Background: an optimization exercise with open tools, aiming at small area, a short achievable clock period and few clock cycles per item. Do not read the settings as production practice. Where RTL was checked, it was by simulation tests only, not by an equivalence proof against the original. Only the layout flow was run in runs 1 to 4; the RTL was not checked for function there. Power and IR drop assume default switching activity.

==> flow/design.v <==
`default_nettype none
package bls_pkg;
    localparam int CFG_IDX_W  = 3;
    localparam int CFG_DATA_W = 16;
    localparam int DIM_W      = 13;
    localparam int COLOR_W    = 16;
    typedef logic [CFG_IDX_W-1:0] t_cfg_idx;
    localparam t_cfg_idx CFG_IMAGE_WIDTH  = 3'd0;
    localparam t_cfg_idx CFG_IMAGE_HEIGHT = 3'd1;
    localparam t_cfg_idx CFG_DRAW_RED     = 3'd2;
    localparam t_cfg_idx CFG_DRAW_GREEN   = 3'd3;
    localparam t_cfg_idx CFG_DRAW_BLUE    = 3'd4;
    localparam logic [DIM_W-1:0]   RST_IMAGE_WIDTH  = 13'd4096;
    localparam logic [DIM_W-1:0]   RST_IMAGE_HEIGHT = 13'd4096;
    localparam logic [COLOR_W-1:0] RST_DRAW_RED     = 16'd250;
    localparam logic [COLOR_W-1:0] RST_DRAW_GREEN   = 16'd40;
    localparam logic [COLOR_W-1:0] RST_DRAW_BLUE    = 16'd40;
    localparam logic REQ_START = 1'b0;
    localparam logic REQ_STEP  = 1'b1;
endpackage
`default_nettype wire
`default_nettype none
module bls_skid #(
    parameter int WIDTH = 75
) (
    input  wire logic             i_clk,
    input  wire logic             i_rst_n,
    input  wire logic             i_valid,
    output logic                  o_ready,
    input  wire logic [WIDTH-1:0] i_data,
    output logic                  o_valid,
    input  wire logic             i_ready,
    output logic [WIDTH-1:0]      o_data
);
    logic             r_out_valid;
    logic [WIDTH-1:0] r_out_data;
    logic             r_skid_valid;
    logic [WIDTH-1:0] r_skid_data;
    logic             in_fire;
    logic             out_fire;
    assign o_ready  = !r_skid_valid;
    assign o_valid  = r_out_valid;
    assign o_data   = r_out_data;
    assign in_fire  = i_valid && !r_skid_valid;
    assign out_fire = r_out_valid && i_ready;
    always_ff @(posedge i_clk) begin
        if (!i_rst_n) begin
            r_out_valid  <= 1'b0;
            r_skid_valid <= 1'b0;
        end else begin
            if (!r_out_valid || out_fire) begin
                if (r_skid_valid) begin
                    r_out_valid  <= 1'b1;
                    r_skid_valid <= 1'b0;
                end else begin
                    r_out_valid <= in_fire;
                end
            end else if (in_fire) begin
                r_skid_valid <= 1'b1;
            end
        end
    end
    always_ff @(posedge i_clk) begin
        if (!r_out_valid || out_fire) begin
            if (r_skid_valid) begin
                r_out_data <= r_skid_data;
            end else if (in_fire) begin
                r_out_data <= i_data;
            end
        end else if (in_fire) begin
            r_skid_data <= i_data;
        end
    end
endmodule
`default_nettype wire
`default_nettype none
module bresenham_line_stepper_top #(
    parameter int COORD_BITS = 12
) (
    input  wire logic                               i_clk,
    input  wire logic                               i_rst_n,
    input  wire logic                               i_req_valid,
    output logic                                    o_req_ready,
    input  wire logic                               i_req_type,
    input  wire logic [COORD_BITS-1:0]              i_req_x_start,
    input  wire logic [COORD_BITS-1:0]              i_req_y_start,
    input  wire logic [COORD_BITS-1:0]              i_req_x_end,
    input  wire logic [COORD_BITS-1:0]              i_req_y_end,
    output logic                                    o_pix_valid,
    input  wire logic                               i_pix_ready,
    output logic                                    o_pix_pixel_valid,
    output logic [COORD_BITS-1:0]                   o_pix_pixel_x,
    output logic [COORD_BITS-1:0]                   o_pix_pixel_y,
    output logic                                    o_pix_in_image,
    output logic                                    o_pix_last_pixel,
    output logic [bls_pkg::COLOR_W-1:0]             o_pix_pixel_red,
    output logic [bls_pkg::COLOR_W-1:0]             o_pix_pixel_green,
    output logic [bls_pkg::COLOR_W-1:0]             o_pix_pixel_blue,
    input  wire logic                               i_cfg_we,
    input  wire logic [bls_pkg::CFG_IDX_W-1:0]      i_cfg_idx,
    input  wire logic [bls_pkg::CFG_DATA_W-1:0]     i_cfg_data
);
    localparam int C = COORD_BITS;
    function automatic logic [11:0] absdiff(input logic [12:0] v);
        logic [11:0] r;
        logic        any;
        any = 1'b0;
        for (int i = 0; i < 12; i++) begin
            r[i] = v[i] ^ (v[12] & any);
            any  = any | v[i];
        end
        absdiff = r;
    endfunction
    function automatic logic [11:0] incdec(input logic [11:0] a, input logic inc,
                                           input logic dec);
        logic [11:0] r;
        logic        ci, cd;
        ci = inc;
        cd = dec;
        for (int i = 0; i < 12; i++) begin
            r[i] = a[i] ^ (ci | cd);
            ci   = ci & a[i];
            cd   = cd & ~a[i];
        end
        incdec = r;
    endfunction
    logic [bls_pkg::DIM_W-1:0]   r_width;
    logic [bls_pkg::DIM_W-1:0]   r_height;
    logic [bls_pkg::COLOR_W-1:0] r_red;
    logic [bls_pkg::COLOR_W-1:0] r_green;
    logic [bls_pkg::COLOR_W-1:0] r_blue;
    logic [15:0] cfg_d0, cfg_d1;     
    logic [4:0]  cfg_en;
    assign cfg_d0 = i_rst_n ? i_cfg_data : 16'h0000;
    assign cfg_d1 = i_rst_n ? i_cfg_data : 16'hffff;
    always_comb begin
        for (int k = 0; k < 5; k++) begin
            cfg_en[k] = !i_rst_n || (i_cfg_we && (i_cfg_idx == 3'(k)));
        end
    end
    function automatic logic [15:0] cfg_pick(input logic [15:0] rst_val);
        logic [15:0] r;
        for (int i = 0; i < 16; i++) begin
            r[i] = rst_val[i] ? cfg_d1[i] : cfg_d0[i];
        end
        cfg_pick = r;
    endfunction
    logic [15:0] cfg_w, cfg_h;
    assign cfg_w = cfg_pick({3'b000, bls_pkg::RST_IMAGE_WIDTH});
    assign cfg_h = cfg_pick({3'b000, bls_pkg::RST_IMAGE_HEIGHT});
    always_ff @(posedge i_clk) begin
        if (cfg_en[0]) r_width  <= cfg_w[bls_pkg::DIM_W-1:0];
        if (cfg_en[1]) r_height <= cfg_h[bls_pkg::DIM_W-1:0];
        if (cfg_en[2]) r_red    <= cfg_pick(bls_pkg::RST_DRAW_RED);
        if (cfg_en[3]) r_green  <= cfg_pick(bls_pkg::RST_DRAW_GREEN);
        if (cfg_en[4]) r_blue   <= cfg_pick(bls_pkg::RST_DRAW_BLUE);
    end
    logic          r_q_valid;
    logic          r_q_type;
    logic [C-1:0]  r_q_x0, r_q_y0, r_q_x1, r_q_y1;
    logic          r_q_in0, r_q_in1;    
    logic                r_l_pend;
    logic                r_l_pv;
    logic                r_l_last;
    logic                r_l_in;
    logic [C-1:0]        r_l_x, r_l_y;
    logic                r_l_steep;
    logic                r_l_down;
    logic [C-1:0]        r_l_n;
    logic [C-1:0]        r_l_db;
    logic [C-1:0]        r_l_dm;
    logic [C:0]          r_l_f;
    logic                r_l_fresh;
    logic                r_o_valid;
    logic                r_o_pv, r_o_npv_g, r_o_pv_b, r_o_npv_b;
    logic                r_o_last;
    logic                r_o_in;
    logic [C-1:0]        r_o_x, r_o_y;
    logic                r_o_ready;
    logic push, o_free, o_load, is_start, active, q_en;
    assign push     = r_q_valid && !r_l_pend;
    assign q_en     = !r_q_valid || !r_l_pend;
    assign o_free   = !r_o_valid || i_pix_ready;
    assign o_load   = o_free && (r_l_pend || push);
    assign is_start = (r_q_type == bls_pkg::REQ_START);
    assign active   = r_l_pv && !r_l_last;
    always_ff @(posedge i_clk) begin
        if (q_en) begin
            r_q_type <= i_req_type;
            r_q_x0   <= i_req_x_start;
            r_q_y0   <= i_req_y_start;
            r_q_x1   <= i_req_x_end;
            r_q_y1   <= i_req_y_end;
            r_q_in0  <= ({1'b0, i_req_x_start} < r_width) && ({1'b0, i_req_y_start} < r_height);
            r_q_in1  <= ({1'b0, i_req_x_end} < r_width) && ({1'b0, i_req_y_end} < r_height);
        end
    end
    logic [C:0]   ex, ey;
    logic         sx, sy;
    logic [C-1:0] adx, ady;
    logic [C:0]   diff;
    logic         s_steep;
    logic [C-1:0] s_x, s_y, s_da, s_db;
    logic         s_last, s_in;
    always_comb begin
        ex      = {1'b0, r_q_x1} - {1'b0, r_q_x0};
        ey      = {1'b0, r_q_y1} - {1'b0, r_q_y0};
        sx      = ex[C];
        sy      = ey[C];
        adx     = absdiff(ex);
        ady     = absdiff(ey);
        diff    = {1'b0, ady} - {1'b0, adx};
        s_steep = !diff[C];
        s_x     = s_steep ? (sy ? r_q_x1 : r_q_x0) : (sx ? r_q_x1 : r_q_x0);
        s_y     = s_steep ? (sy ? r_q_y1 : r_q_y0) : (sx ? r_q_y1 : r_q_y0);
        s_in    = s_steep ? (sy ? r_q_in1 : r_q_in0) : (sx ? r_q_in1 : r_q_in0);
        s_da    = s_steep ? ady : adx;
        s_db    = s_steep ? adx : ady;
        s_last  = (r_q_x0 == r_q_x1) && (r_q_y0 == r_q_y1);
    end
    logic         cond;
    logic         x_inc, x_dec, y_inc, y_dec;
    logic [C-1:0] t_x, t_y;
    logic [C:0]   t_f, c_f;
    always_comb begin
        c_f   = r_l_fresh ? {1'b0, r_l_db} + ~{2'b00, r_l_n[C-1:1]} : r_l_f;
        cond  = !c_f[C];
        x_inc = !r_l_steep || (cond && !r_l_down);
        x_dec = r_l_steep && cond && r_l_down;
        y_inc = r_l_steep || (cond && !r_l_down);
        y_dec = !r_l_steep && cond && r_l_down;
        t_x   = incdec(r_l_x, x_inc, x_dec);
        t_y   = incdec(r_l_y, y_inc, y_dec);
        t_f   = c_f + (cond ? {1'b1, r_l_dm ^ {C{r_l_steep}}} : {1'b0, r_l_db})
                    + {{C{1'b0}}, cond && r_l_steep};
    end
    logic         n_pv;
    logic [C-1:0] n_x, n_y;
    logic         n_in;
    always_comb begin
        n_pv = is_start || active;
        n_x  = is_start ? s_x : active ? t_x : '0;
        n_y  = is_start ? s_y : active ? t_y : '0;
        n_in = is_start ? s_in
             : active && ({1'b0, t_x} < r_width) && ({1'b0, t_y} < r_height);
    end
    logic q_valid_nx, l_pend_nx, o_valid_nx, o_pv_nx;
    always_comb begin
        q_valid_nx = q_en ? i_req_valid : r_q_valid;
        l_pend_nx  = r_l_pend ? !o_free : (push && !o_free);
        o_valid_nx = o_free ? (r_l_pend || push) : 1'b1;
        if (!i_rst_n) begin
            q_valid_nx = 1'b0;
            l_pend_nx  = 1'b0;
            o_valid_nx = 1'b0;
        end
    end
    always_ff @(posedge i_clk) begin
        r_q_valid <= q_valid_nx;
        r_l_pend  <= l_pend_nx;
        r_o_valid <= o_valid_nx;
        r_o_ready <= !q_valid_nx || !l_pend_nx;
        if (!i_rst_n) begin
            r_l_pv <= 1'b0;
        end else if (push) begin
            r_l_pv <= n_pv;
        end
    end
    always_ff @(posedge i_clk) begin
        if (push) begin
            r_l_x    <= n_x;
            r_l_y    <= n_y;
            r_l_in   <= n_in;
            if (is_start) begin
                r_l_last  <= s_last;
                r_l_steep <= s_steep;
                r_l_down  <= sx ^ sy;
                r_l_n     <= s_da;
                r_l_db    <= s_db;
                r_l_dm    <= diff[C-1:0];
                r_l_fresh <= 1'b1;
            end else if (active) begin
                r_l_last  <= (r_l_n == 1);
                r_l_n     <= r_l_n - 1'b1;
                r_l_f     <= t_f;
                r_l_fresh <= 1'b0;
            end else begin
                r_l_last <= 1'b0;
            end
        end
    end
    assign o_pv_nx = r_l_pend ? r_l_pv : n_pv;
    always_ff @(posedge i_clk) begin
        if (o_load) begin
            r_o_pv    <= o_pv_nx;
            r_o_npv_g <= !o_pv_nx;
            r_o_x     <= r_l_pend ? r_l_x : n_x;
            r_o_y     <= r_l_pend ? r_l_y : n_y;
            r_o_in    <= r_l_pend ? r_l_in : n_in;
            r_o_last  <= r_l_pend ? r_l_last
                       : is_start ? s_last : active && (r_l_n == 1);
        end
    end
    always_ff @(posedge i_clk) begin
        if (!i_rst_n) begin
            r_o_pv_b  <= 1'b0;
            r_o_npv_b <= 1'b1;
        end else if (o_load) begin
            r_o_pv_b  <= o_pv_nx;
            r_o_npv_b <= !o_pv_nx;
        end
    end
    assign o_req_ready       = r_o_ready;
    assign o_pix_valid       = r_o_valid;
    assign o_pix_pixel_valid = r_o_pv;
    assign o_pix_pixel_x     = r_o_x;
    assign o_pix_pixel_y     = r_o_y;
    assign o_pix_in_image    = r_o_in;
    assign o_pix_last_pixel  = r_o_last;
    assign o_pix_pixel_red   = {r_o_pv ? r_red[15:8] : 8'h00, r_o_npv_g ? 8'h00 : r_red[7:0]};
    assign o_pix_pixel_green = {r_o_npv_g ? 8'h00 : r_green[15:8], r_o_pv_b ? r_green[7:0] : 8'h00};
    assign o_pix_pixel_blue  = {r_o_pv_b ? r_blue[15:8] : 8'h00, r_o_npv_b ? 8'h00 : r_blue[7:0]};
endmodule
`default_nettype wire
==> flow/flow/run.sh <==
#!/bin/bash
set -e
export BUFFER_PORTS_ARGS="-buffer_cell sky130_fd_sc_hd__buf_1"
export SETUP_SLACK_MARGIN=14.6
bash standard.sh > standard.log 2>&1
==> flow/standard.sh <==
#!/bin/bash
# synth_recipe.tcl (not shown) runs the flow's synth.tcl, then flattens the netlist and writes it again
# the make line also repeats each setting of config.mk as NAME=value (left out here)
make -C /OpenROAD-flow-scripts/flow DESIGN_CONFIG=/design/flow/config.mk WORK_HOME=/design/flow/orfs CLKGATE_MAP_FILE= SYNTH_SCRIPT=/design/flow/synth_recipe.tcl "${@:-finish}"
==> flow/config.mk <==
export PLATFORM = sky130hd
export DESIGN_NAME = bresenham_line_stepper_top
export DESIGN_NICKNAME = bresenham_line_stepper_top
export VERILOG_FILES = /design/flow/design.v
export SDC_FILE = /design/flow/constraint.sdc
export NUM_CORES = 4
export LEC_CHECK = 0
export CAP_MARGIN = 20
export CORE_MARGIN = 2
export CORE_UTILIZATION = 40
export CTS_BUF_LIST = sky130_fd_sc_hd__clkbuf_16
export CTS_CLUSTER_DIAMETER = 100
export CTS_CLUSTER_SIZE = 20
export SLEW_MARGIN = 20
==> flow/constraint.sdc <==
create_clock -name core_clock -period 20.0 [get_ports {i_clk}]
set_input_delay 4.0000 -clock core_clock [delete_from_list [all_inputs] [get_ports {i_clk}]]
set_output_delay 4.0000 -clock core_clock [all_outputs]
set_load 0.01 [all_outputs]
==> results of run 1 <==
stage by stage:
step           hold WS, ns  area [sq um]
6_report            0.5542         17850
5_1_grt             0.5851         17850
4_1_cts             0.5554         17120
3_5_place_dp        0.5462         16280
3_3_place_gp        0.5393         16280
2_1_floorplan       0.5144         15110
flip-flops by register name, indices dropped and copies added, names as in the netlist, 12 cells and up:
register,flops
r_blue,16
r_l_dm,12
r_q_y0,12
r_red,16
r_q_x1,12
r_height,13
r_l_y,12
r_l_n,12
r_o_x,12
r_o_y,12
r_l_f,13
r_q_y1,12
r_l_db,12
r_l_x,12
r_q_x0,12
r_width,13
r_green,16
critical path, stage by stage, from the launching register on:
cell and delay, ns:
edfxtp_1 0.40, inv_1 0.07, ha_2 0.18, inv_2 0.04, fa_2 0.42, a21o_4 0.24, a221oi_4 0.28, o211ai_1 0.16
a41oi_1 0.27, buf_4 0.18, o21ai_2 0.07, xnor2_1 0.20, buf_4 0.17, ha_4 0.21, nor2b_4 0.12, o21ai_2 0.17
a21boi_2 0.12, o41ai_4 0.39, a31o_4 0.27, clkinv_8 0.06, mux2i_4 0.28, buf_6 0.16, buf_16 0.13, buf_12 0.14
mux2i_1 0.23, nor2_1 0.06, a221o_1 0.26
cell usage after synthesis, types with 3 or more instances:
library cell / instances
xnor2_1: 89
o32a_1: 6
mux2_2: 22
nor4_1: 11
nand2_1: 96
xor2_1: 27
nor4b_1: 4
buf_1: 4
a21boi_0: 3
clkbuf_1: 40
nand2b_1: 19
a221o_1: 4
a311oi_1: 4
and2_1: 46
nand4_1: 11
o31ai_1: 6
or2_2: 9
nor2b_1: 43
o22ai_1: 15
mux2i_1: 28
nand3_1: 21
dfxtp_1: 7
o21a_1: 8
o2bb2ai_1: 16
a21o_1: 41
edfxtp_1: 231
nor2_1: 89
o211ai_1: 5
o41ai_1: 3
nand4b_1: 4
fa_1: 6
o21ai_1: 6
nor3_1: 21
o21bai_1: 8
inv_1: 89
a221oi_1: 3
a22oi_1: 7
or3_1: 8
o221ai_1: 3
o21ai_0: 58
and3_1: 7
ha_1: 126
a21oi_1: 70
a211o_1: 4
a211oi_1: 5
area by class of cell:
cell class                 count  area, sq um  share of cell area, %
clock buffer                  17        425.4                  2.383
multi-input combinational   1011         8115                  45.47
sequential                   238         7082                  39.68
timing repair buffer         215         1184                  6.632
tap                          511        639.4                  3.582
clock inverter                 7        42.54                 0.2383
inverter                      91        354.1                  1.984
timing repair inverter         1        6.256                0.03505
cells by family after synthesis:
logic type	count (synthesis)	share of synthesized area (%)
fa+ha+maj	132	11.27
simple gates	402	13.58
flops	238	47.02
mux	51	3.658
xor+xnor	116	6.750
buf+inv	138	3.483
compound gates	309	14.24
layer usage:
layer / up-vias / global-route usage, %
met5: - / 0
met4: 8 / 5.207
met3: 66 / 2.896
met2: 415 / 34.95
met1: 5597 / 32.69
li1: 5446 / -
repair_timing:
item                       CTS  global route
setup buffers               12            32
pin swaps                    7            35
setup endpoints to repair   91           102
resized for setup           48           115
gates cloned                 4             1
power breakdown:
part / switching (uW) / internal, uW / leakage (uW)
Combinational: 439 / 367 / 0.00436
Clock: 176 / 156 / 0.000240
Sequential: 29.9 / 628 / 0.00231
Total: 645 / 1150 / 0.00691
worst max-delay path by stage:
stage | start | endpoint | slack, ns | depth (start not counted)
after floorplan | i_cfg_idx[2] | r_green[0] | 14.26 | 2
after global placement | r_q_y1[0] | r_o_x[10] | 13.67 | 22
after CTS | r_q_x1[0] | r_o_in | 14.58 | 25
final | r_q_x1[0] | r_o_y[2] | 14.46 | 26
after detailed placement | r_q_y1[0] | r_o_x[10] | 13.55 | 22
after global routing | r_q_x1[0] | r_o_y[2] | 14.26 | 26
==> out/metrics.cfg, run 1 <==
[run_status]
status=timing/DRC/antenna clean

[floorplanning]
coreArea_sq_mm=0.03740
io_pins=150
die_w_microns=198.0
start_util_pct=40.25
dieArea_sq_mm=0.03920
rows=71
die_height_microns=198.0

[synthesis]
ys_seq_area_share_pct=47.02
synth_area_leaders=edfxtp_1 46%, ha_1 10%, xnor2_1 5.2%
synthesis.nets=1591
synth_edf_count=231
synth_cell_types=82
yosysTopAreaCell=edfxtp_1
yosysWarnings=1
synthCells=1386
synthArstFlopShare_pct=0
synth_top_flop_cell=edfxtp_1
synth.avg_cell_area_sq_um=10.86
synth_area_sq_mm=0.01505
synth_top_area_share_pct=46.08
ys_ff_latch=238

[clock_tree]
numCtsBuffers=16
clk_pin_slew_ns=0.09
htreeDepth=1
cts_hold_buf=0
cts.sinks=238
cts_root_buf=clkbuf_16
cts_tree=yes
clk_latency_ns=0.51
clk_path_buf_depth=3

[timing]
relSlewSlack_pct=41.00
finalCritPeriodShare_pct=27.69
tns_ns=0
post-route-min-period_ns=5.539
setup_violations=0
slew_violations=0
max_freq_ghz=0.1805
worst_clock_skew_ns=0.02343
hold_violations=0
rsz0062_at_grt=true
timing.final.ws_setup_ns=14.46
tightest_slew_ns=0.8791

[job]
drv_cap=0

[global_route]
antenna_found_initial=4
globalRouteOverflowTotal=0
grt_use_total_pct=22.28
grt_pass1_vias=11100
grt_max_degree=55
grt_pass1_wl_microns=66520

[hold_path]
hold_depth=2
min_to=r_l_pv
min-delay-start=r_l_pv
hp-class=flip-flop to flip-flop

[critical_path]
path_max_fanout=8
cp-end-kind=flip-flop
cp_data_arrival_time_ns=5.81
r2r_start=r_q_x1[0]
cp.required_ns=20.27
worst_r2r_endpoint=r_o_y[2]
reg2reg_slack_ns=14.46
worst-r2r-cell-count=26
start_kind=flip-flop
crit_type=flip-flop to flip-flop

[route]
m1WireLength_microns=20670
wl_met3_microns=2707
via_per_inst=5.515
vias=11530
dr.max_layer_used=met5
drt-pass1-iter-count=5
drt_iter0_drc=915
ant_nets=0
drt-total-wl_microns=44520
drcViolationCount=0
wl_per_cell_microns=21.29
wl_met2_microns=19960

[cells_and_area]
final_core_util_pct=47.72
layout_common_cells=231 x edfxtp_1, 129 x buf_1, 118 x ha_1
num_antenna_cells=0
layout.nets=1779
n_fill_cell=3437
drive_above_1_share_pct=15.63
final_common_cell=edfxtp_1
area_delta_synth_final_pct=18.58
instances_no_fill=2091

[placement]
pre_cts_slack_ns=13.55
place.gp.congestion=0.9265
port_buffers=149
post-dp-hpwl_microns=33330
place_inst=2018

[power]
power.density_mw_per_mm2=100.6
peakVddDrop_v=0.00005220
p_total_uw=1796
power.leakage_uw=0.006909

==> run 2: changes to the inputs <==
--- a/flow/design.v
+++ b/flow/design.v
@@ -158,7 +158,6 @@
     logic          r_q_valid;
     logic          r_q_type;
     logic [C-1:0]  r_q_x0, r_q_y0, r_q_x1, r_q_y1;
-    logic          r_q_in0, r_q_in1;    
     logic                r_l_pend;
     logic                r_l_pv;
     logic                r_l_last;
@@ -191,8 +190,6 @@
             r_q_y0   <= i_req_y_start;
             r_q_x1   <= i_req_x_end;
             r_q_y1   <= i_req_y_end;
-            r_q_in0  <= ({1'b0, i_req_x_start} < r_width) && ({1'b0, i_req_y_start} < r_height);
-            r_q_in1  <= ({1'b0, i_req_x_end} < r_width) && ({1'b0, i_req_y_end} < r_height);
         end
     end
     logic [C:0]   ex, ey;
@@ -201,7 +198,7 @@
     logic [C:0]   diff;
     logic         s_steep;
     logic [C-1:0] s_x, s_y, s_da, s_db;
-    logic         s_last, s_in;
+    logic         s_last;
     always_comb begin
         ex      = {1'b0, r_q_x1} - {1'b0, r_q_x0};
         ey      = {1'b0, r_q_y1} - {1'b0, r_q_y0};
@@ -213,7 +210,6 @@
         s_steep = !diff[C];
         s_x     = s_steep ? (sy ? r_q_x1 : r_q_x0) : (sx ? r_q_x1 : r_q_x0);
         s_y     = s_steep ? (sy ? r_q_y1 : r_q_y0) : (sx ? r_q_y1 : r_q_y0);
-        s_in    = s_steep ? (sy ? r_q_in1 : r_q_in0) : (sx ? r_q_in1 : r_q_in0);
         s_da    = s_steep ? ady : adx;
         s_db    = s_steep ? adx : ady;
         s_last  = (r_q_x0 == r_q_x1) && (r_q_y0 == r_q_y1);
@@ -241,8 +237,7 @@
         n_pv = is_start || active;
         n_x  = is_start ? s_x : active ? t_x : '0;
         n_y  = is_start ? s_y : active ? t_y : '0;
-        n_in = is_start ? s_in
-             : active && ({1'b0, t_x} < r_width) && ({1'b0, t_y} < r_height);
+        n_in = n_pv && ({1'b0, n_x} < r_width) && ({1'b0, n_y} < r_height);
     end
     logic q_valid_nx, l_pend_nx, o_valid_nx, o_pv_nx;
     always_comb begin
--- a/flow/config.mk
+++ b/flow/config.mk
@@ -8,7 +8,7 @@
 export CAP_MARGIN = 20
 export CORE_MARGIN = 2
 export CORE_UTILIZATION = 40
-export CTS_BUF_LIST = sky130_fd_sc_hd__clkbuf_16
-export CTS_CLUSTER_DIAMETER = 100
-export CTS_CLUSTER_SIZE = 20
+export CTS_BUF_LIST = sky130_fd_sc_hd__clkbuf_8
+export CTS_CLUSTER_DIAMETER = 60
+export CTS_CLUSTER_SIZE = 12
 export SLEW_MARGIN = 20
==> out/metrics.cfg, run 2 <==
[timing]
max_freq_ghz=0.1583  ; was 0.1805 GHz
worst_clock_skew_ns=0.05349  ; was 0.02343 ns
tightest_slew_ns=0.9514  ; was 0.8791 ns
relSlewSlack_pct=36.19  ; was 41.00%
slew_violations=0  ; unchanged
timing.hold.ws_ns=0.5532  ; was 0.5542 ns
setup_violations=0  ; unchanged
tns_ns=0  ; unchanged
hold_violations=0  ; unchanged
finalCritPeriodShare_pct=31.58  ; was 27.69%
rsz0062_at_grt=true  ; unchanged
post-route-min-period_ns=6.316  ; was 5.539 ns

[route]
ant_nets=0  ; unchanged
drcViolationCount=0  ; unchanged
vias=10760  ; was 11530
wl_per_cell_microns=19.32  ; was 21.29 microns
drt-total-wl_microns=38300  ; was 44520 microns
drt-pass1-iter-count=6  ; was 5
via_per_inst=5.428  ; was 5.515
drt_iter0_drc=795  ; was 915

[global_route]
grt_use_total_pct=20.66  ; was 22.28%
globalRouteOverflowTotal=0  ; unchanged
grt_pass1_wl_microns=58290  ; was 66520 microns
grt_pass1_vias=10370  ; was 11100
grt_max_degree=62  ; was 55
antenna_found_initial=0  ; was 4

[cells_and_area]
final_common_cell=edfxtp_1  ; unchanged
num_antenna_cells=0  ; unchanged
layout.nets=1672  ; was 1779
multiInputGateArea_sq_mm=0.007142  ; was 0.008115 sq mm
layout_common_cells=229 x edfxtp_1, 110 x buf_1, 104 x inv_1  ; was 231 x edfxtp_1, 129 x buf_1, 118 x ha_1
seq_area_sq_mm=0.007022  ; was 0.007082 sq mm
area_delta_synth_final_pct=22.36  ; was 18.58%
top_regs=r_blue: 16 flops, r_green: 16 flops, r_red: 16 flops  ; unchanged
drive_above_1_share_pct=22.40  ; was 15.63%
n_fill_cell=3174  ; was 3437

[clock_tree]
clk_path_buf_depth=3  ; unchanged
htreeDepth=1  ; unchanged
cts.sinks=236  ; was 238
clk_latency_ns=0.63  ; was 0.51 ns
cts_root_buf=clkbuf_8  ; was clkbuf_16
numCtsBuffers=28  ; was 16
cts_tree=yes  ; unchanged
clk_pin_slew_ns=0.08  ; was 0.09 ns
cts_hold_buf=0  ; unchanged

[critical_path]
cp.required_ns=20.38  ; was 20.27 ns
cp_data_arrival_time_ns=6.70  ; was 5.81 ns
r2r_start=r_q_x0[0]  ; was r_q_x1[0]
cp-end-kind=flip-flop  ; unchanged
path_max_fanout=6  ; was 8
critPathMaxStageDelay_ns=0.58  ; was 0.42 ns
crit_type=flip-flop to flip-flop  ; unchanged
crit_chain=buf_4 -> ha_2 -> inv_1 -> nor4b_4 -> mux2i_1 -> or4_4 -> nor3_4 -> nor2_1 -> xor2_1 -> ha_2 -> or4_4 -> o22a_4 -> o31ai_4 -> mux2i_4 -> buf_12 -> buf_4 -> mux2i_4 -> o22ai_1 -> ha_1 -> nand4_1 -> a211o_1 -> a41oi_2 -> nor3_2 -> a22o_1
start_kind=flip-flop  ; unchanged
cp-startpoint=r_q_x0[0]  ; was r_q_x1[0]
cp_slowest_cell=or4_4  ; was fa_2

[job]
drv_cap=0  ; unchanged

[synthesis]
synth_top_flop_cell=edfxtp_1  ; unchanged
synth_cell_types=81  ; was 82
synth_fa_ha_area_share_pct=8.344  ; was 11.27%
synth_area_leaders=edfxtp_1 49%, ha_1 7.5%, xnor2_1 5.4%  ; was edfxtp_1 46%, ha_1 10%, xnor2_1 5.2%
synthesis.nets=1447  ; was 1591
yosysMostFrequentCell=edfxtp_1  ; unchanged
yosys-top-cells-count=229 x edfxtp_1, 99 x inv_1, 93 x nor2_1  ; was 231 x edfxtp_1, 126 x ha_1, 96 x nand2_1
yosysWarnings=1  ; unchanged
ys_ff_latch=236  ; was 238
synthCells=1284  ; was 1386
synth-xor-area-share_pct=7.043  ; was 6.750%
synth_simple_gate_area_share_pct=13.39  ; was 13.58%
synth_compound_area_share_pct=14.79  ; was 14.24%
ys_seq_area_share_pct=50.00  ; was 47.02%
yosysTopAreaCell=edfxtp_1  ; unchanged
synth_area_sq_mm=0.01403  ; was 0.01505 sq mm
synth.avg_cell_area_sq_um=10.93  ; was 10.86 sq um
synthArstFlopShare_pct=0  ; unchanged
synth_top_area_share_pct=49.00  ; was 46.08%
synth.mux.area_fraction_pct=2.380  ; was 3.658%
synth_edf_count=229  ; was 231
synth_top_family_by_area=compound AO/OA/AOI/OAI gates  ; unchanged

[floorplanning]
io_pins=150  ; unchanged
start_util_pct=40.63  ; was 40.25%
die_height_microns=191.3  ; was 198.0 microns
dieArea_sq_mm=0.03660  ; was 0.03920 sq mm
rows=68  ; was 71
die_w_microns=191.3  ; was 198.0 microns
coreArea_sq_mm=0.03454  ; was 0.03740 sq mm

[power]
power.density_mw_per_mm2=106.1  ; was 100.6 mW/mm^2
p_total_uw=1821  ; was 1796 uW
peakVddDrop_v=0.00007408  ; was 0.00005220 V
power.leakage_uw=0.006697  ; was 0.006909 uW

[hold_path]
min-delay-start=r_l_pend  ; was r_l_pv
hp-class=flip-flop to flip-flop  ; unchanged

[placement]
port_buffers=149  ; unchanged
place.gp.congestion=0.9001  ; was 0.9265
post-dp-hpwl_microns=27130  ; was 33330 microns

[run_status]
status=timing/DRC/antenna clean  ; unchanged

[run 2: cell count changes in the layout (fill, tap and decap cells not counted), sizes merged, moves of 16 or more]
cell   previous run  this run
a21o             42        26
a21oi            70        90
nand2            97        80
buf             204       228
inv              95       112
ha              126        84
[run 2: kinds of logic (layout without fill, tap and decap cells)]
logic type | Yosys count | after routing
mux | 29 | 29
buf+inv | 143 | 385
simple gates | 367 | 367
fa+ha+maj | 90 | 90
flops | 236 | 236
compound gates | 307 | 308
xor+xnor | 112 | 112
[run 2: final cells by class]
type                       count  share of cell area, %
clock buffer                  28                  2.244
timing repair buffer         237                  9.035
sequential                   236                  40.89
multi-input combinational    906                  41.59
clock inverter                20                 0.7432
inverter                     100                  2.186
tap                          455                  3.315
[run 2: critical path: cells and delay by family (launching register included)]
kind | cells | cell delay [ns]
XOR/XNOR | 1 | 0.18
AND/OR/NAND/NOR | 7 | 1.88
flip-flops | 1 | 0.44
buffers and inverters | 4 | 0.63
AO/OA/AOI/OAI | 6 | 1.22
adder cells (fa/ha/maj) | 3 | 0.98
multiplexers | 3 | 0.78
[run 2: path summary, 6_finish.rpt]
path,end,slack [ns],cells past startpoint
worst max-delay path,r_o_in,13.68,24
worst min-delay path,r_o_valid,0.55,1
worst max register to register,r_o_in,13.68,24
worst min register to register,r_o_valid,0.55,1
[run 2: report_power, final]
| group | switching, uW | leakage (uW) | total, uW | internal, uW |
|---|---|---|---|---|
| registers | 25.7 | 0.00229 | 651 | 626 |
| clock network | 190 | 0.000282 | 326 | 136 |
| logic | 462 | 0.00412 | 844 | 381 |
| total | 678 | 0.00670 | 1820 | 1140 |
[run 2: metal layers]
metal	wire length, microns	GRT usage (%)
met5	0	0
met4	1400	8.047
met3	2200	2.497
met2	17970	33.20
met1	16730	28.50
[run 2: metrics by stage]
stage / worst slack [ns] / std cells / instance area, sq um / utilization [%]
finish: 13.68 / 1982 / 17170 / 49.71
global route: 13.44 / 1982 / 17170 / 49.71
CTS: 13.82 / 1963 / 16760 / 48.51
detailed placement: 12.54 / 1863 / 15160 / 43.90
global placement: 12.66 / 1863 / 15160 / 43.90
floorplan: 13.98 / 1284 / 14090 / -
[run 2: timing repair]
item / 4_1_cts / 5_1_grt
buffers inserted: 46 / 18
resized for setup: 134 / 77
endpoints found under the setup margin: 114 / 86
pin swaps: 44 / 21
gates cloned: 6 / 1
endpoints found under the hold margin: 0 / 0
==> run 3: changes to the inputs <==
--- a/flow/design.v
+++ b/flow/design.v
@@ -101,16 +101,6 @@
     input  wire logic [bls_pkg::CFG_DATA_W-1:0]     i_cfg_data
 );
     localparam int C = COORD_BITS;
-    function automatic logic [11:0] absdiff(input logic [12:0] v);
-        logic [11:0] r;
-        logic        any;
-        any = 1'b0;
-        for (int i = 0; i < 12; i++) begin
-            r[i] = v[i] ^ (v[12] & any);
-            any  = any | v[i];
-        end
-        absdiff = r;
-    endfunction
     function automatic logic [11:0] incdec(input logic [11:0] a, input logic inc,
                                            input logic dec);
         logic [11:0] r;
@@ -158,6 +148,9 @@
     logic          r_q_valid;
     logic          r_q_type;
     logic [C-1:0]  r_q_x0, r_q_y0, r_q_x1, r_q_y1;
+    logic          r_q_sx, r_q_sy;      
+    logic          r_q_same;            
+    logic          r_q_in0, r_q_in1;    
     logic                r_l_pend;
     logic                r_l_pv;
     logic                r_l_last;
@@ -190,29 +183,32 @@
             r_q_y0   <= i_req_y_start;
             r_q_x1   <= i_req_x_end;
             r_q_y1   <= i_req_y_end;
+            r_q_sx   <= i_req_x_end < i_req_x_start;
+            r_q_sy   <= i_req_y_end < i_req_y_start;
+            r_q_same <= (i_req_x_end == i_req_x_start) && (i_req_y_end == i_req_y_start);
+            r_q_in0  <= ({1'b0, i_req_x_start} < r_width) && ({1'b0, i_req_y_start} < r_height);
+            r_q_in1  <= ({1'b0, i_req_x_end} < r_width) && ({1'b0, i_req_y_end} < r_height);
         end
     end
-    logic [C:0]   ex, ey;
     logic         sx, sy;
     logic [C-1:0] adx, ady;
     logic [C:0]   diff;
     logic         s_steep;
     logic [C-1:0] s_x, s_y, s_da, s_db;
-    logic         s_last;
+    logic         s_last, s_in;
     always_comb begin
-        ex      = {1'b0, r_q_x1} - {1'b0, r_q_x0};
-        ey      = {1'b0, r_q_y1} - {1'b0, r_q_y0};
-        sx      = ex[C];
-        sy      = ey[C];
-        adx     = absdiff(ex);
-        ady     = absdiff(ey);
+        sx      = r_q_sx;
+        sy      = r_q_sy;
+        adx     = (sx ? r_q_x0 : r_q_x1) - (sx ? r_q_x1 : r_q_x0);
+        ady     = (sy ? r_q_y0 : r_q_y1) - (sy ? r_q_y1 : r_q_y0);
         diff    = {1'b0, ady} - {1'b0, adx};
         s_steep = !diff[C];
         s_x     = s_steep ? (sy ? r_q_x1 : r_q_x0) : (sx ? r_q_x1 : r_q_x0);
         s_y     = s_steep ? (sy ? r_q_y1 : r_q_y0) : (sx ? r_q_y1 : r_q_y0);
+        s_in    = s_steep ? (sy ? r_q_in1 : r_q_in0) : (sx ? r_q_in1 : r_q_in0);
         s_da    = s_steep ? ady : adx;
         s_db    = s_steep ? adx : ady;
-        s_last  = (r_q_x0 == r_q_x1) && (r_q_y0 == r_q_y1);
+        s_last  = r_q_same;
     end
     logic         cond;
     logic         x_inc, x_dec, y_inc, y_dec;
@@ -237,7 +233,8 @@
         n_pv = is_start || active;
         n_x  = is_start ? s_x : active ? t_x : '0;
         n_y  = is_start ? s_y : active ? t_y : '0;
-        n_in = n_pv && ({1'b0, n_x} < r_width) && ({1'b0, n_y} < r_height);
+        n_in = is_start ? s_in
+             : active && ({1'b0, t_x} < r_width) && ({1'b0, t_y} < r_height);
     end
     logic q_valid_nx, l_pend_nx, o_valid_nx, o_pv_nx;
     always_comb begin
==> flow/flow/run.sh (replaced) <==
#!/bin/bash
set -e
export BUFFER_PORTS_ARGS="-buffer_cell sky130_fd_sc_hd__buf_1"
bash standard.sh > standard.log 2>&1
==> out/metrics.cfg, run 3 <==
[floorplanning]
start_util_pct=40.45  ; was 40.63%
dieArea_sq_mm=0.04068  ; was 0.03660 sq mm
io_pins=150  ; unchanged
rows=72  ; was 68
coreArea_sq_mm=0.03865  ; was 0.03454 sq mm
die_w_microns=201.7  ; was 191.3 microns
die_height_microns=201.7  ; was 191.3 microns

[synthesis]
synthesis.nets=1682  ; was 1447
synthCells=1466  ; was 1284
synth_edf_count=234  ; was 229
ys_ff_latch=241  ; was 236
yosysMostFrequentCell=edfxtp_1  ; unchanged
synth_area_sq_mm=0.01563  ; was 0.01403 sq mm
yosysTopAreaCell=edfxtp_1  ; unchanged
synth-xor-area-share_pct=5.178  ; was 7.043%
synth.avg_cell_area_sq_um=10.66  ; was 10.93 sq um
synth_compound_area_share_pct=14.86  ; was 14.79%
yosys-top-cells-count=234 x edfxtp_1, 138 x ha_1, 110 x inv_1  ; was 229 x edfxtp_1, 99 x inv_1, 93 x nor2_1
yosysWarnings=1  ; unchanged
synthArstFlopShare_pct=0  ; unchanged
synth_top_family_by_area=compound AO/OA/AOI/OAI gates  ; unchanged
synth_simple_gate_area_share_pct=14.23  ; was 13.39%
synth.mux.area_fraction_pct=4.146  ; was 2.380%
ys_seq_area_share_pct=45.84  ; was 50.00%
synth_top_flop_cell=edfxtp_1  ; unchanged
synth_cell_types=92  ; was 81
synth_top_area_share_pct=44.95  ; was 49.00%
synth_area_leaders=edfxtp_1 45%, ha_1 11%, xnor2_1 3.6%  ; was edfxtp_1 49%, ha_1 7.5%, xnor2_1 5.4%
synth_fa_ha_area_share_pct=11.75  ; was 8.344%

[power]
p_switching_uw=586.8  ; was 678.4 uW
power.density_mw_per_mm2=94.74  ; was 106.1 mW/mm^2
p_int_uw=1072  ; was 1143 uW
peakVddDrop_v=0.00005392  ; was 0.00007408 V
seqPwrFrac_pct=40.2  ; was 35.8%
power.leakage_uw=0.006999  ; was 0.006697 uW
switching_share_pct=35.37  ; was 37.25%
power_frac_comb_pct=35.1  ; was 46.3%
p_clk_share_pct=24.7  ; was 17.9%

[clock_tree]
clk_path_buf_depth=3  ; unchanged
clk_pin_slew_ns=0.08  ; about the same
cts_hold_buf=0  ; unchanged
cts_root_buf=clkbuf_8  ; unchanged
post_cts_buffers=0  ; was 46
postCtsResizedCells=0  ; was 134
cts.sinks=241  ; was 236
numCtsBuffers=31  ; was 28
cts_tree=yes  ; unchanged
htreeDepth=1  ; unchanged
clk_latency_ns=0.64  ; was 0.63 ns

[route]
via_per_inst=5.298  ; was 5.428
drt_iter0_drc=983  ; was 795
drt-total-wl_microns=41720  ; was 38300 microns
drt-pass1-iter-count=5  ; was 6
vias=11440  ; was 10760
ant_nets=0  ; unchanged
wl_per_cell_microns=19.31  ; was 19.32 microns
drcViolationCount=0  ; unchanged

[timing]
tns_ns=0  ; unchanged
setup_violations=0  ; unchanged
max_freq_ghz=0.1522  ; was 0.1583 GHz
hold_violations=0  ; unchanged
worst_clock_skew_ns=0.04645  ; was 0.05349 ns
post-route-min-period_ns=6.569  ; was 6.316 ns
finalCritPeriodShare_pct=32.84  ; was 31.58%
tightest_slew_ns=1.043  ; was 0.9514 ns
relSlewSlack_pct=30.44  ; was 36.19%
slew_violations=0  ; unchanged
rsz0062_at_grt=false  ; was true

[critical_path]
cp_slowest_cell=edfxtp_1  ; was or4_4
cp-end-kind=flip-flop  ; unchanged
critPathMaxStageDelay_ns=1.04  ; was 0.58 ns
reg2reg_slack_ns=13.43  ; was 13.68 ns
cp.required_ns=20.35  ; was 20.38 ns
start_kind=flip-flop  ; unchanged
cp_data_arrival_time_ns=6.92  ; was 6.70 ns
crit_chain=mux2i_1 -> ha_1 -> o41ai_2 -> a21boi_1 -> o32ai_2 -> a2111oi_1 -> nor3_2 -> o41a_2 -> nor3_1 -> a221oi_2 -> xnor2_2 -> ha_1 -> or2_2 -> a21oi_1 -> a31o_2 -> mux2i_4 -> buf_4 -> mux2i_1 -> nor2_1 -> a21oi_1 -> o2bb2ai_1  ; was buf_4 -> ha_2 -> inv_1 -> nor4b_4 -> mux2i_1 -> or4_4 -> nor3_4 -> nor2_1 -> xor2_1 -> ha_2 -> or4_4 -> o22a_4 -> o31ai_4 -> mux2i_4 -> buf_12 -> buf_4 -> mux2i_4 -> o22ai_1 -> ha_1 -> nand4_1 -> a211o_1 -> a41oi_2 -> nor3_2 -> a22o_1
path_max_fanout=28  ; was 6
crit_type=flip-flop to flip-flop  ; unchanged

[cells_and_area]
top_regs=r_blue: 16 flops, r_green: 16 flops, r_red: 16 flops  ; unchanged
final_common_cell=edfxtp_1  ; unchanged
final_core_util_pct=45.31  ; was 49.71%
drive_above_1_share_pct=8.161  ; was 22.40%
layout.nets=1834  ; was 1672
fin_area_sq_mm=0.01751  ; was 0.01717 sq mm
area_delta_synth_final_pct=12.00  ; was 22.36%
layout_common_cells=234 x edfxtp_1, 149 x buf_1, 138 x ha_1  ; was 229 x edfxtp_1, 110 x buf_1, 104 x inv_1
num_antenna_cells=0  ; unchanged

[global_route]
grt_max_degree=56  ; was 62
globalRouteOverflowTotal=0  ; unchanged
grt_pass1_wl_microns=64620  ; was 58290 microns
antenna_found_initial=0  ; unchanged
grt_use_total_pct=20.52  ; was 20.66%
grt_pass1_vias=11210  ; was 10370

[placement]
post-dp-hpwl_microns=32820  ; was 27130 microns
port_buffers=149  ; unchanged
place.gp.congestion=0.8699  ; was 0.9001
placed_area_sq_mm=0.01681  ; was 0.01516 sq mm

[run_status]
status=timing/DRC/antenna clean  ; unchanged

[hold_path]
hp-class=flip-flop to flip-flop  ; unchanged

[job]
drv_cap=0  ; unchanged

## run 3: final timing paths
kind,startpoint,endpoint,cells past startpoint
min reg2reg,r_l_in,r_o_in,1
min,r_l_in,r_o_in,1
max,r_q_sy,r_o_y[8],21
max reg2reg,r_q_sy,r_o_y[8],21
## run 3: cell families (layout without fill, tap and decap cells)
family | Yosys count | count (layout)
xor+xnor | 89 | 89
mux | 62 | 62
fa+ha+maj | 144 | 144
buf+inv | 160 | 336
flops | 241 | 241
compound gates | 339 | 339
simple gates | 431 | 431
## run 3: through the flow
step           power (uW)  hold WS (ns)  setup WS [ns]  instances
5_1_grt              1763        0.5742          12.99       2160
3_3_place_gp         1243        0.5231          13.66       2103
4_1_cts              1666        0.5474          13.52       2160
3_5_place_dp         1257        0.5322          13.59       2103
2_1_floorplan        1100        0.5083          14.16       1466
6_report             1659        0.5410          13.43       2160
## run 3: layer usage
metal | vias up | part of all wire [%] | wire length (microns) | global-route usage (%)
met1 | 5414 | 48 | 19880 | 29.65
met5 | - | 0 | 0 | 0
met4 | 0 | 2.5 | 1050 | 5.567
met2 | 319 | 44 | 18320 | 32.11
li1 | 5654 | - | - | -
met3 | 57 | 5.9 | 2461 | 3.061
## run 3: critical path: cells and delay by family (launching register included)
kind	cells	cell delay [ns]
compound gates	10	2.37
flops	1	1.04
mux	3	0.85
simple gates	4	0.75
fa+ha+maj	2	0.66
buf+inv	1	0.46
xor+xnor	1	0.15
## run 3: layout make-up
class / count / area (sq um)
clock buffers: 34 / 467.9
well taps: 518 / 648.1
inverters: 112 / 420.4
flip-flops and latches: 241 / 7167
multi-input cells: 1065 / 7888
clock inverters: 23 / 225.2
repair buffers: 167 / 694.4
fillers: 3663 / 21140
## run 3: power groups by stage
stage | Combinational, uW | Clock, uW | Sequential (uW)
floorplan | 437 | 0 | 663
global placement | 566 | 0 | 677
detailed placement | 579 | 0 | 677
CTS | 581 | 419 | 666
global route | 653 | 439 | 672
finish | 582 | 410 | 667
==> run 4: changes to the inputs <==
--- a/flow/design.v
+++ b/flow/design.v
@@ -101,6 +101,17 @@
     input  wire logic [bls_pkg::CFG_DATA_W-1:0]     i_cfg_data
 );
     localparam int C = COORD_BITS;
+    function automatic logic [11:0] absdiff(input logic [12:0] v, input logic [11:0] a,
+                                            input logic [11:0] b);
+        logic [11:0] r;
+        logic        any;
+        any = 1'b0;
+        for (int i = 0; i < 12; i++) begin
+            r[i] = v[i] ^ (v[12] & any);
+            any  = any | (a[i] ^ b[i]);
+        end
+        absdiff = r;
+    endfunction
     function automatic logic [11:0] incdec(input logic [11:0] a, input logic inc,
                                            input logic dec);
         logic [11:0] r;
@@ -148,8 +159,7 @@
     logic          r_q_valid;
     logic          r_q_type;
     logic [C-1:0]  r_q_x0, r_q_y0, r_q_x1, r_q_y1;
-    logic          r_q_sx, r_q_sy;      
-    logic          r_q_same;            
+    logic [C:0]    r_q_ex, r_q_ey;      
     logic          r_q_in0, r_q_in1;    
     logic                r_l_pend;
     logic                r_l_pv;
@@ -165,6 +175,7 @@
     logic                r_l_fresh;
     logic                r_o_valid;
     logic                r_o_pv, r_o_npv_g, r_o_pv_b, r_o_npv_b;
+    logic                r_o_pvf, r_o_npvf, r_o_pvf_b, r_o_npvf_b;
     logic                r_o_last;
     logic                r_o_in;
     logic [C-1:0]        r_o_x, r_o_y;
@@ -183,9 +194,8 @@
             r_q_y0   <= i_req_y_start;
             r_q_x1   <= i_req_x_end;
             r_q_y1   <= i_req_y_end;
-            r_q_sx   <= i_req_x_end < i_req_x_start;
-            r_q_sy   <= i_req_y_end < i_req_y_start;
-            r_q_same <= (i_req_x_end == i_req_x_start) && (i_req_y_end == i_req_y_start);
+            r_q_ex   <= {1'b0, i_req_x_end} - {1'b0, i_req_x_start};
+            r_q_ey   <= {1'b0, i_req_y_end} - {1'b0, i_req_y_start};
             r_q_in0  <= ({1'b0, i_req_x_start} < r_width) && ({1'b0, i_req_y_start} < r_height);
             r_q_in1  <= ({1'b0, i_req_x_end} < r_width) && ({1'b0, i_req_y_end} < r_height);
         end
@@ -197,10 +207,10 @@
     logic [C-1:0] s_x, s_y, s_da, s_db;
     logic         s_last, s_in;
     always_comb begin
-        sx      = r_q_sx;
-        sy      = r_q_sy;
-        adx     = (sx ? r_q_x0 : r_q_x1) - (sx ? r_q_x1 : r_q_x0);
-        ady     = (sy ? r_q_y0 : r_q_y1) - (sy ? r_q_y1 : r_q_y0);
+        sx      = r_q_ex[C];
+        sy      = r_q_ey[C];
+        adx     = absdiff(r_q_ex, r_q_x0, r_q_x1);
+        ady     = absdiff(r_q_ey, r_q_y0, r_q_y1);
         diff    = {1'b0, ady} - {1'b0, adx};
         s_steep = !diff[C];
         s_x     = s_steep ? (sy ? r_q_x1 : r_q_x0) : (sx ? r_q_x1 : r_q_x0);
@@ -208,7 +218,7 @@
         s_in    = s_steep ? (sy ? r_q_in1 : r_q_in0) : (sx ? r_q_in1 : r_q_in0);
         s_da    = s_steep ? ady : adx;
         s_db    = s_steep ? adx : ady;
-        s_last  = r_q_same;
+        s_last  = (r_q_ex == '0) && (r_q_ey == '0);
     end
     logic         cond;
     logic         x_inc, x_dec, y_inc, y_dec;
@@ -302,6 +312,21 @@
             r_o_npv_b <= !o_pv_nx;
         end
     end
+    always_ff @(posedge i_clk) begin
+        if (o_free) begin
+            r_o_pvf  <= o_pv_nx;
+            r_o_npvf <= !o_pv_nx;
+        end
+    end
+    always_ff @(posedge i_clk) begin
+        if (!i_rst_n) begin
+            r_o_pvf_b  <= 1'b0;
+            r_o_npvf_b <= 1'b1;
+        end else if (o_free) begin
+            r_o_pvf_b  <= o_pv_nx;
+            r_o_npvf_b <= !o_pv_nx;
+        end
+    end
     assign o_req_ready       = r_o_ready;
     assign o_pix_valid       = r_o_valid;
     assign o_pix_pixel_valid = r_o_pv;
@@ -309,8 +334,14 @@
     assign o_pix_pixel_y     = r_o_y;
     assign o_pix_in_image    = r_o_in;
     assign o_pix_last_pixel  = r_o_last;
-    assign o_pix_pixel_red   = {r_o_pv ? r_red[15:8] : 8'h00, r_o_npv_g ? 8'h00 : r_red[7:0]};
-    assign o_pix_pixel_green = {r_o_npv_g ? 8'h00 : r_green[15:8], r_o_pv_b ? r_green[7:0] : 8'h00};
-    assign o_pix_pixel_blue  = {r_o_pv_b ? r_blue[15:8] : 8'h00, r_o_npv_b ? 8'h00 : r_blue[7:0]};
+    assign o_pix_pixel_red   = {r_o_pv     ? r_red[15:10]   : 6'h00,
+                                r_o_npv_g  ? 5'h00 : r_red[9:5],
+                                r_o_pv_b   ? r_red[4:0]     : 5'h00};
+    assign o_pix_pixel_green = {r_o_npv_b  ? 6'h00 : r_green[15:10],
+                                r_o_pvf    ? r_green[9:5]   : 5'h00,
+                                r_o_npvf   ? 5'h00 : r_green[4:0]};
+    assign o_pix_pixel_blue  = {r_o_pvf_b  ? r_blue[15:10]  : 6'h00,
+                                r_o_npvf_b ? 5'h00 : r_blue[9:5],
+                                r_o_pvf    ? r_blue[4:0]    : 5'h00};
 endmodule
 `default_nettype wire
==> out/metrics.cfg, run 4 <==
[run_status]
status=timing/DRC/antenna clean  ; unchanged

[placement]
port_buffers=149  ; unchanged
place.gp.congestion=0.9595  ; was 0.8699
post-dp-hpwl_microns=34190  ; was 32820 microns
place_inst=2096  ; was 2103

[cells_and_area]
top_regs=r_blue: 16 flops, r_green: 16 flops, r_red: 16 flops  ; unchanged
instances_no_fill=2157  ; was 2160
layout.nets=1812  ; was 1834
area_delta_synth_final_pct=10.60  ; was 12.00%
drive_above_1_share_pct=7.292  ; was 8.161%
final_common_cell=edfxtp_1  ; unchanged
final_core_util_pct=45.11  ; was 45.31%
layout_common_cells=259 x edfxtp_1, 149 x buf_1, 126 x ha_1  ; was 234 x edfxtp_1, 149 x buf_1, 138 x ha_1
num_antenna_cells=0  ; unchanged

[synthesis]
yosysTopAreaCell=edfxtp_1  ; unchanged
synthArstFlopShare_pct=0  ; unchanged
synth_area_sq_mm=0.01628  ; was 0.01563 sq mm
synthesis.nets=1656  ; was 1682
synth.avg_cell_area_sq_um=11.22  ; was 10.66 sq um
ys_seq_area_share_pct=48.89  ; was 45.84%
synth_cell_types=87  ; was 92
synth_edf_count=259  ; was 234
yosysWarnings=1  ; unchanged
synthCells=1451  ; was 1466
synth_top_flop_cell=edfxtp_1  ; unchanged
yosysMostFrequentCell=edfxtp_1  ; unchanged
synth_area_leaders=edfxtp_1 48%, ha_1 9.7%, xnor2_1 4.0%  ; was edfxtp_1 45%, ha_1 11%, xnor2_1 3.6%
ys_ff_latch=268  ; was 241
yosys-top-cells-count=259 x edfxtp_1, 126 x ha_1, 101 x inv_1  ; was 234 x edfxtp_1, 138 x ha_1, 110 x inv_1
synth_top_area_share_pct=47.78  ; was 44.95%

[timing]
tns_ns=0  ; unchanged
tightest_slew_ns=1.113  ; was 1.043 ns
setup_violations=0  ; unchanged
rsz0062_at_grt=false  ; unchanged
hold_violations=0  ; unchanged
relSlewSlack_pct=25.82  ; was 30.44%
max_freq_ghz=0.1595  ; was 0.1522 GHz
slew_violations=0  ; unchanged
post-route-min-period_ns=6.269  ; was 6.569 ns
finalCritPeriodShare_pct=31.34  ; was 32.84%
worst_clock_skew_ns=0.04124  ; was 0.04645 ns

[route]
drt-pass1-iter-count=5  ; unchanged
drt_iter0_drc=833  ; was 983
vias=11630  ; was 11440
via_per_inst=5.389  ; was 5.298
ant_nets=0  ; unchanged
drcViolationCount=0  ; unchanged
drt-total-wl_microns=43760  ; was 41720 microns
wl_per_cell_microns=20.29  ; was 19.31 microns

[critical_path]
critPathTopFamily=compound AO/OA/AOI/OAI gates  ; unchanged
cp_data_arrival_time_ns=6.57  ; was 6.92 ns
cp_slowest_cell=o41ai_1  ; was edfxtp_1
path_max_fanout=24  ; was 28
critPathMaxStageDelay_ns=0.92  ; was 1.04 ns
critPathBufInv=2  ; was 1
cp.required_ns=20.30  ; was 20.35 ns
cp-end-kind=flip-flop  ; unchanged
crit_chain=xor2_1 -> o41ai_1 -> nand3_1 -> xnor2_1 -> ha_1 -> a21o_1 -> a21oi_1 -> nor3b_1 -> a21o_1 -> inv_2 -> mux2i_4 -> buf_4 -> mux2i_1 -> nor3_1 -> a211o_1  ; was mux2i_1 -> ha_1 -> o41ai_2 -> a21boi_1 -> o32ai_2 -> a2111oi_1 -> nor3_2 -> o41a_2 -> nor3_1 -> a221oi_2 -> xnor2_2 -> ha_1 -> or2_2 -> a21oi_1 -> a31o_2 -> mux2i_4 -> buf_4 -> mux2i_1 -> nor2_1 -> a21oi_1 -> o2bb2ai_1
cpMostUsedCell=a21o_1
start_kind=flip-flop  ; unchanged
crit_type=flip-flop to flip-flop  ; unchanged

[floorplanning]
start_util_pct=40.78  ; was 40.45%
io_pins=150  ; unchanged
rows=73  ; was 72
coreArea_sq_mm=0.03991  ; was 0.03865 sq mm
dieArea_sq_mm=0.04232  ; was 0.04068 sq mm
die_height_microns=205.7  ; was 201.7 microns
die_w_microns=205.7  ; was 201.7 microns

[power]
power.leakage_uw=0.006961  ; was 0.006999 uW
power.density_mw_per_mm2=94.32  ; was 94.74 mW/mm^2
peakVddDrop_v=0.00005098  ; was 0.00005392 V

[clock_tree]
htreeDepth=2  ; was 1
cts_root_buf=clkbuf_8  ; unchanged
clk_path_buf_depth=3  ; unchanged
cts_tree=yes  ; unchanged
clk_pin_slew_ns=0.08  ; about the same
cts.sinks=268  ; was 241
clk_latency_ns=0.61  ; was 0.64 ns
postCtsResizedCells=0  ; unchanged
numCtsBuffers=34  ; was 31
post_cts_buffers=0  ; unchanged
cts_hold_buf=0  ; unchanged

[global_route]
globalRouteOverflowTotal=0  ; unchanged
grt_max_degree=78  ; was 56
antenna_found_initial=1  ; was 0
grt_pass1_vias=11630  ; was 11210
grt_use_total_pct=21.05  ; was 20.52%
grt_pass1_wl_microns=67200  ; was 64620 microns

[hold_path]
hp-class=flip-flop to flip-flop  ; unchanged

[job]
drv_cap=0  ; unchanged

-- run 4: cell type report --
cell class / count / area, sq um
well taps: 525 / 656.9
clock inverters: 26 / 155.1
fillers: 3725 / 21910
flip-flops and latches: 268 / 7959
clock buffers: 35 / 481.7
repair buffers: 163 / 664.4
multi-input cells: 1038 / 7704
inverters: 102 / 382.9
-- run 4: worst register-to-register path, cell delays in order, from the launching register on --
cell	delay (ns)
edfxtp_1	0.40
xor2_1	0.21
o41ai_1	0.92
nand3_1	0.34
xnor2_1	0.42
ha_1	0.36
a21o_1	0.20
a21oi_1	0.18
nor3b_1	0.21
a21o_1	0.51
inv_2	0.35
mux2i_4	0.68
buf_4	0.39
mux2i_1	0.35
nor3_1	0.08
a211o_1	0.38
-- run 4: stage by stage --
stage	area, sq um	hold WS (ns)	setup slack [ns]	power [uW]
final	18000	0.5621	13.73	1698
after global routing	18000	0.6117	13.30	1796
after CTS	17990	0.5586	13.75	1708
after detailed placement	17350	0.5422	13.55	1308
after global placement	17350	0.5462	13.64	1296
after floorplan	16280	0.4882	13.99	1154
-- run 4: cell families (layout without fill, tap and decap cells) --
group           after synthesis  count (layout)  synth area share (%)
mux                          48              48                 3.167
compound gates              325             325                 13.35
flops                       268             268                 48.89
buf+inv                     145             326                 4.005
simple gates                404             404                 13.09
fa+ha+maj                   132             132                 10.42
xor+xnor                    129             129                 7.079
-- run 4: report_power, final --
part / leakage [uW] / switching, uW / internal (uW) / total (uW)
registers: 0.00262 / 40.4 / 705 / 746
clock network: 0.000353 / 227 / 171 / 398
logic: 0.00399 / 329 / 225 / 555
total: 0.00696 / 597 / 1100 / 1700
-- run 4: routing by layer --
metal	up-vias	GRT usage (%)	routed length (microns)
met5	-	0	0
met2	369	32.83	19690
met4	0	8.736	1643
met1	5535	28.86	19630
met3	78	3.754	2794
li1	5643	-	-
-- run 4: final timing paths --
kind | cells past startpoint | endpoint | start | slack, ns
worst max-delay path | 15 | r_o_y[6] | r_q_x1[0] | 13.73
worst min-delay path | 2 | r_o_pvf_b | r_o_pvf_b | 0.56
worst max register to register | 15 | r_o_y[6] | r_q_x1[0] | 13.73
worst min register to register | 2 | r_o_pvf_b | r_o_pvf_b | 0.56
==> run 5: changes to the inputs <==
--- a/flow/design.v
+++ b/flow/design.v
@@ -101,14 +101,13 @@
     input  wire logic [bls_pkg::CFG_DATA_W-1:0]     i_cfg_data
 );
     localparam int C = COORD_BITS;
-    function automatic logic [11:0] absdiff(input logic [12:0] v, input logic [11:0] a,
-                                            input logic [11:0] b);
+    function automatic logic [11:0] absdiff(input logic [12:0] v);
         logic [11:0] r;
         logic        any;
         any = 1'b0;
         for (int i = 0; i < 12; i++) begin
             r[i] = v[i] ^ (v[12] & any);
-            any  = any | (a[i] ^ b[i]);
+            any  = any | v[i];
         end
         absdiff = r;
     endfunction
@@ -159,7 +158,6 @@
     logic          r_q_valid;
     logic          r_q_type;
     logic [C-1:0]  r_q_x0, r_q_y0, r_q_x1, r_q_y1;
-    logic [C:0]    r_q_ex, r_q_ey;      
     logic          r_q_in0, r_q_in1;    
     logic                r_l_pend;
     logic                r_l_pv;
@@ -194,12 +192,11 @@
             r_q_y0   <= i_req_y_start;
             r_q_x1   <= i_req_x_end;
             r_q_y1   <= i_req_y_end;
-            r_q_ex   <= {1'b0, i_req_x_end} - {1'b0, i_req_x_start};
-            r_q_ey   <= {1'b0, i_req_y_end} - {1'b0, i_req_y_start};
             r_q_in0  <= ({1'b0, i_req_x_start} < r_width) && ({1'b0, i_req_y_start} < r_height);
             r_q_in1  <= ({1'b0, i_req_x_end} < r_width) && ({1'b0, i_req_y_end} < r_height);
         end
     end
+    logic [C:0]   ex, ey;
     logic         sx, sy;
     logic [C-1:0] adx, ady;
     logic [C:0]   diff;
@@ -207,10 +204,12 @@
     logic [C-1:0] s_x, s_y, s_da, s_db;
     logic         s_last, s_in;
     always_comb begin
-        sx      = r_q_ex[C];
-        sy      = r_q_ey[C];
-        adx     = absdiff(r_q_ex, r_q_x0, r_q_x1);
-        ady     = absdiff(r_q_ey, r_q_y0, r_q_y1);
+        ex      = {1'b0, r_q_x1} - {1'b0, r_q_x0};
+        ey      = {1'b0, r_q_y1} - {1'b0, r_q_y0};
+        sx      = ex[C];
+        sy      = ey[C];
+        adx     = absdiff(ex);
+        ady     = absdiff(ey);
         diff    = {1'b0, ady} - {1'b0, adx};
         s_steep = !diff[C];
         s_x     = s_steep ? (sy ? r_q_x1 : r_q_x0) : (sx ? r_q_x1 : r_q_x0);
@@ -218,7 +217,7 @@
         s_in    = s_steep ? (sy ? r_q_in1 : r_q_in0) : (sx ? r_q_in1 : r_q_in0);
         s_da    = s_steep ? ady : adx;
         s_db    = s_steep ? adx : ady;
-        s_last  = (r_q_ex == '0) && (r_q_ey == '0);
+        s_last  = (r_q_x0 == r_q_x1) && (r_q_y0 == r_q_y1);
     end
     logic         cond;
     logic         x_inc, x_dec, y_inc, y_dec;
==> flow/flow/run.sh (replaced) <==
#!/bin/bash
set -e
export BUFFER_PORTS_ARGS="-buffer_cell sky130_fd_sc_hd__buf_1"
export SETUP_SLACK_MARGIN=14.8
bash standard.sh > standard.log 2>&1
==> out/metrics.cfg, run 5 <==
[clock_tree]
htreeDepth=1  ; was 2
cts_hold_buf=0  ; unchanged
clk_path_buf_depth=3  ; unchanged
clk_pin_slew_ns=0.09  ; was 0.08 ns
cts.sinks=242  ; was 268
cts_root_buf=clkbuf_8  ; unchanged
clk_latency_ns=0.63  ; was 0.61 ns
numCtsBuffers=31  ; was 34

[floorplanning]
die_height_microns=200.3  ; was 205.7 microns
coreArea_sq_mm=0.03784  ; was 0.03991 sq mm
io_pins=150  ; unchanged
die_w_microns=200.3  ; was 205.7 microns
start_util_pct=40.72  ; was 40.78%
dieArea_sq_mm=0.04011  ; was 0.04232 sq mm

[cells_and_area]
top_regs=r_blue: 16 flops, r_green: 16 flops, r_red: 16 flops  ; unchanged
multiInputGateArea_sq_mm=0.008587  ; was 0.007704 sq mm
drive_above_1_share_pct=20.07  ; was 7.292%
final_common_cell=edfxtp_1  ; unchanged
area_delta_synth_final_pct=21.10  ; was 10.60%
fin_area_sq_mm=0.01866  ; was 0.01800 sq mm
n_fill_cell=3527  ; was 3725
seq_area_sq_mm=0.007193  ; was 0.007959 sq mm
layout_common_cells=233 x edfxtp_1, 119 x ha_1, 108 x inv_1  ; was 259 x edfxtp_1, 149 x buf_1, 126 x ha_1

[synthesis]
synthArstFlopShare_pct=0  ; unchanged
synth_edf_count=233  ; was 259
synth.avg_cell_area_sq_um=10.50  ; was 11.22 sq um
synthesis.nets=1672  ; was 1656
synthCells=1467  ; was 1451
yosys-top-cells-count=233 x edfxtp_1, 126 x ha_1, 104 x inv_1  ; was 259 x edfxtp_1, 126 x ha_1, 101 x inv_1
synth_top_area_share_pct=45.40  ; was 47.78%
synth_area_sq_mm=0.01541  ; was 0.01628 sq mm
synth_area_leaders=edfxtp_1 45%, ha_1 10%, xnor2_1 4.0%  ; was edfxtp_1 48%, ha_1 9.7%, xnor2_1 4.0%
ys_seq_area_share_pct=46.57  ; was 48.89%
yosysWarnings=1  ; unchanged

[critical_path]
cp-end-kind=output port  ; was flip-flop
cp_data_arrival_time_ns=1.50  ; was 6.57 ns
start_kind=flip-flop  ; unchanged
path_max_fanout=10  ; was 24
crit_type=flip-flop to output port  ; was flip-flop to flip-flop

[hold_path]
hp-class=flip-flop to flip-flop  ; unchanged

[placement]
post-dp-hpwl_microns=33350  ; was 34190 microns
port_buffers=149  ; unchanged
placed_area_sq_mm=0.01654  ; was 0.01735 sq mm
place.gp.congestion=0.9015  ; was 0.9595

[power]
peakVddDrop_v=0.00005761  ; was 0.00005098 V
power.density_mw_per_mm2=97.64  ; was 94.32 mW/mm^2

[global_route]
grt_max_degree=64  ; was 78
grt_pass1_wl_microns=68330  ; was 67200 microns
grt_use_total_pct=21.80  ; was 21.05%
grt_pass1_vias=11830  ; was 11630
antenna_found_initial=5  ; was 1

[timing]
worst_clock_skew_ns=0.04075  ; was 0.04124 ns
hold_violations=0  ; unchanged
rsz0062_at_grt=true  ; was false
tns_ns=0  ; unchanged
max_freq_ghz=0.1819  ; was 0.1595 GHz
post-route-min-period_ns=5.498  ; was 6.269 ns
slew_violations=0  ; unchanged
finalCritPeriodShare_pct=27.49  ; was 31.34%
tightest_slew_ns=0.9513  ; was 1.113 ns
setup_violations=0  ; unchanged

[route]
wl_met3_microns=3465  ; was 2794 microns
drcViolationCount=0  ; unchanged
drt-total-wl_microns=45970  ; was 43760 microns
wl_met2_microns=20020  ; was 19690 microns
drt-pass1-iter-count=7  ; was 5
dr.max_layer_used=met5  ; was met4
vias=12110  ; was 11630
m1WireLength_microns=21140  ; was 19630 microns

[job]
drv_cap=0  ; unchanged

[run_status]
status=timing/DRC/antenna clean  ; unchanged

[run 5: changes by cell type in the layout (fill, tap and decap cells not counted), moves of 24 or more]
cell | previous run | this run
buf_1 | 149 | 87
buf_4 | 14 | 42
clkbuf_2 | 0 | 28
edfxtp_1 | 259 | 233
xor2_1 | 51 | 25
buf_6 | 0 | 24
[run 5: what timing repair did]
item,CTS,global route
setup buffers,15,24
gates resized for setup,101,178
pin swaps,18,46
gates cloned,3,3
endpoints found under the setup margin,123,145
[run 5: final cells by class]
type / count / area share, %
flip-flops and latches: 242 / 38.55
clock buffers: 31 / 2.286
inverters: 105 / 2.166
well taps: 511 / 3.426
diodes: 1 / 0.01341
repair buffers: 200 / 6.363
multi-input cells: 1069 / 46.01
clock inverters: 26 / 1.153
repair inverters: 1 / 0.03352
[run 5: through the flow]
stage | hold slack (ns) | setup WS (ns) | total power, uW | cells | util, %
2_1_floorplan | 0.4882 | 14.56 | 1105 | 1467 | -
3_3_place_gp | 0.5406 | 13.78 | 1250 | 2083 | 43.72
3_5_place_dp | 0.5325 | 13.66 | 1261 | 2083 | 43.72
4_1_cts | 0.5411 | 14.48 | 1709 | 2158 | 46.75
5_1_grt | 0.5623 | 14.45 | 1918 | 2185 | 49.31
6_report | 0.5464 | 14.50 | 1822 | 2186 | 49.31
[run 5: path summary, 6_finish.rpt]
path / to / start / slack [ns] / cells after the start
max: o_pix_pixel_blue[1] / r_o_pvf / 14.50 / 3
min: r_o_pv_b / r_o_pv_b / 0.55 / 2
max reg2reg: r_o_in / r_q_x1[0] / 14.76 / 22
min reg2reg: r_o_pv_b / r_o_pv_b / 0.55 / 2
[run 5: worst max-delay path, stage by stage, from the launching register on]
cell,delay (ns)
edfxtp_1,0.43
buf_12,0.16
and2_1,0.15
buf_1,0.13
[run 5: logic make-up (layout without fill, tap and decap cells)]
| family | count (synthesis) | after routing | share of synthesized area (%) |
|---|---|---|---|
| multiplexers | 36 | 40 | 2.485 |
| other | 0 | 1 | 0 |
| adder cells (fa/ha/maj) | 132 | 132 | 11.01 |
| buffers and inverters | 161 | 363 | 4.035 |
| AND/OR/NAND/NOR | 427 | 427 | 14.18 |
| XOR/XNOR | 106 | 106 | 6.025 |
| AO/OA/AOI/OAI | 363 | 364 | 15.70 |
| flip-flops | 242 | 242 | 46.57 |
[run 5: routing by layer]
metal  GRT usage, %  up-vias
met1          30.65     5831
met2          33.36      411
met4          5.979        8
met5              0        -
met3          5.532       89
li1               -     5769
[run 5: where the power goes]
| part | total, uW | internal, uW | switching, uW | leakage (uW) |
|---|---|---|---|---|
| Clock | 387 | 179 | 208 | 0.000352 |
| Combinational | 770 | 336 | 434 | 0.00464 |
| Sequential | 666 | 634 | 31.3 | 0.00235 |
| Total | 1820 | 1150 | 673 | 0.00735 |
Testbench counts of run 5, summed over its fixed seeds: cycles 48,523, items 48,507.

Setup slack of run 5, layout unchanged: 14.502 ns with ideal ports, 14.449 ns with driving cells assumed (clock clkbuf_16, inputs buf_2), 14.144 ns with port delays also shifted by the 0.665 ns mid clock arrival.
